From an optimization exercise on the open Yosys and OpenROAD flow, aimed at a short achievable clock period and few clock cycles; shortcuts taken in it are not production practice. Function was checked by simulation only, so behaviour that the tests miss may differ from the original. Power and IR drop assume default switching activity.

== rev 12 ==
Design cpu_top, start of the top module:
module cpu_top (
    input  logic               clk,
    input  logic               rst,
    input  logic               rdy,
    output logic               inst_fetch,
    output cpu_pkg::addr_t     inst_addr,
    input  cpu_pkg::word_t     instruction,
    output cpu_pkg::data_req_t data_req,
    input  cpu_pkg::word_t     read_data
);
Size: roughly 2400 flip-flops, roughly 150000 um^2 of cells after synthesis.
Settings: LEC_CHECK=0, ABC_CLOCK_PERIOD_IN_PS=100, CAP_MARGIN=20, CORE_MARGIN=2, CORE_UTILIZATION=40, SETUP_SLACK_MARGIN=5, SLEW_MARGIN=20; clock period 10.0 ns.
run.sh (not shown) runs the stock make flow with config.mk's settings and CLKGATE_MAP_FILE= SYNTH_SCRIPT=/design/flow/synth_recipe.tcl, a recipe that flattens the netlist after the stock synthesis.
Rev 12 completed end to end with timing, DRC and antenna clean.
Testbench counts of rev 12, summed over its fixed seeds: cycles 59,629.
## Diff of input files: rev 13 against rev 12
--- a/flow/design.v
+++ b/flow/design.v
@@ -337,28 +337,28 @@
     assign d_hi0 = {1'b0, fa1[15:8]} + {1'b0, dc_imm[15:8]};
     logic [9:0] d_hi1_x;
     assign d_hi1_x = {1'b0, fa1[15:8], 1'b1} + {1'b0, dc_imm[15:8], 1'b1};
     assign d_hi1   = d_hi1_x[9:1];
     logic s1e, s1m, s2e, s2m;
     logic eq_rr, eq_1e, eq_1m, eq_e2, eq_m2, eq_em;
     assign s1e = rs1 != 5'd0 && e_we && e_rd == rs1;
     assign s1m = rs1 != 5'd0 && !s1e && m_we && m_rd == rs1;
     assign s2e = rs2 != 5'd0 && e_we && e_rd == rs2;
     assign s2m = rs2 != 5'd0 && !s2e && m_we && m_rd == rs2;
     assign eq_rr = rf1 == rf2;
     assign eq_1e = rf1 == e_res;
-    assign eq_1m = m_ld ? rf1 == read_data : rf1 == m_res;
+    assign eq_1m = rf1 == m_val;
     assign eq_e2 = e_res == rf2;
-    assign eq_m2 = m_ld ? read_data == rf2 : m_res == rf2;
-    assign eq_em = m_ld ? e_res == read_data : e_res == m_res;
+    assign eq_m2 = m_val == rf2;
+    assign eq_em = e_res == m_val;
     always_comb begin
         if (s1e)      d_eq = s2e ? 1'b1 : (s2m ? eq_em : eq_e2);
         else if (s1m) d_eq = s2e ? eq_em : (s2m ? 1'b1 : eq_m2);
         else          d_eq = s2e ? eq_1e : (s2m ? eq_1m : eq_rr);
     end
     logic [31:0] tgt_b, tgt_j, tgt_u;
     assign tgt_b = d_pc + {{20{instruction[31]}}, instruction[7], instruction[30:25],
                            instruction[11:8], 1'b0};
     assign tgt_j = d_pc + {{12{instruction[31]}}, instruction[19:12], instruction[20],
                            instruction[30:21], 1'b0};
     assign tgt_u = d_pc + {instruction[31:12], 12'b0};
     assign d_tgt = dc_jal ? tgt_j : (dc_auipc ? tgt_u : tgt_b);
@@ -381,26 +381,26 @@
     assign e_res = alu_res | ({32{e_altsel}} & e_alt);
     assign taken    = e_jx || (e_bq && e_eq) || (e_bn && !e_eq);
     assign mis      = taken != e_pred;
     assign redirect = !e_hold && mis;
     assign ea_mid   = e_c8 ? e_hi1[7:0] : e_hi0[7:0];
     assign c16      = e_c8 ? e_hi1[8] : e_hi0[8];
     logic [32:16] ea_hi_x;
     assign ea_hi_x  = {e_a[31:16], 1'b1} + {e_b[31:16], c16};
     assign ea_hi    = ea_hi_x[32:17];
     assign jalr_pc  = {ea_hi, ea_mid, e_ea[7:1], 1'b0};
     assign corr_pc  = e_jalr ? jalr_pc : e_corr;
     assign fetch_pc = mis ? corr_pc : f_pc;
-    localparam int btb_n = 16;
-    localparam int btb_k = 4;
+    localparam int btb_n = 8;
+    localparam int btb_k = 3;
     logic [btb_n-1:0]            btb_v;
     logic [btb_n*(30-btb_k)-1:0] btb_tag;
     logic [btb_n*32-1:0]         btb_tgt;
     logic [btb_k-1:0]            e_idx, w_idx;
     logic                        w_en;
     logic [31:btb_k+2]           w_tag;
     logic [31:0]                 w_tgt;
     logic                        hit_f, hit_c, btb_hit;
     logic [31:0]                 next_f, next_c, pred_pc;
     btb_lookup #(.N(btb_n), .K(btb_k)) u_btb_f (
         .pc (f_pc), .valid (btb_v), .tags (btb_tag), .targets (btb_tgt),
         .hit (hit_f), .next (next_f)
## What came out
- Clock power, rev 13 vs rev 12: down by more than 10%
- Rev 13: worst relative slew slack 5.1 points above rev 12
- Endpoint of the most critical setup path: e_eq -> rev 13, e_b[25] -> rev 12
- [rev 13 vs rev 12] number of non-clock inverters: lower in rev 13
- From rev 12 to rev 13 the numbers moved as follows: number of antenna violations at the first check in global routing -20, number of antenna cells inserted -16, multiplexer area fraction after synthesis -3.5 points, first-pass GRT wire length -220000 um, netlist area before placement -34000 um^2.
- No run among rev 13 and rev 12 stopped early or left any final violation; all are clean.
- The run showing the greater met1 wire length is rev 12.
Testbench counts of rev 13, summed over its fixed seeds: cycles 59,741.

[port drivers added, routing unchanged]
No port has a modelled driver above. Below, the same layouts with a new extraction and two added sets of constraints. Step 1 (the two cells are an assumption about what drives the block):
set clk [get_ports {clk}]
set_driving_cell -lib_cell sky130_fd_sc_hd__clkbuf_16 $clk
set_driving_cell -lib_cell sky130_fd_sc_hd__buf_2 [delete_from_list [all_inputs] $clk]
Step 2 times the ports against the registers' clock, not the clock port: input delays grow and output delays shrink by t, the midpoint of the rising clock arrivals with the driver on. Three values: ideal ports, drivers, drivers and shift; two values: the first two.
run | shift t [ns] | slack for setup (ns) | hold WS [ns] | pins driven straight from the clock port
rev 12 | 1.066 | 4.881 / 4.650 / 3.584 | 0.415 / 0.415 / 0.415 | 1
rev 13 | 1.012 | 4.690 / 4.450 / 3.438 | 0.416 / 0.416 / 0.416 | 1
After both steps every run listed still meets setup and hold. For rev 12, which loses most, drivers alone change the setup slack by -0.231 ns; drivers and shift together by -1.297 ns.
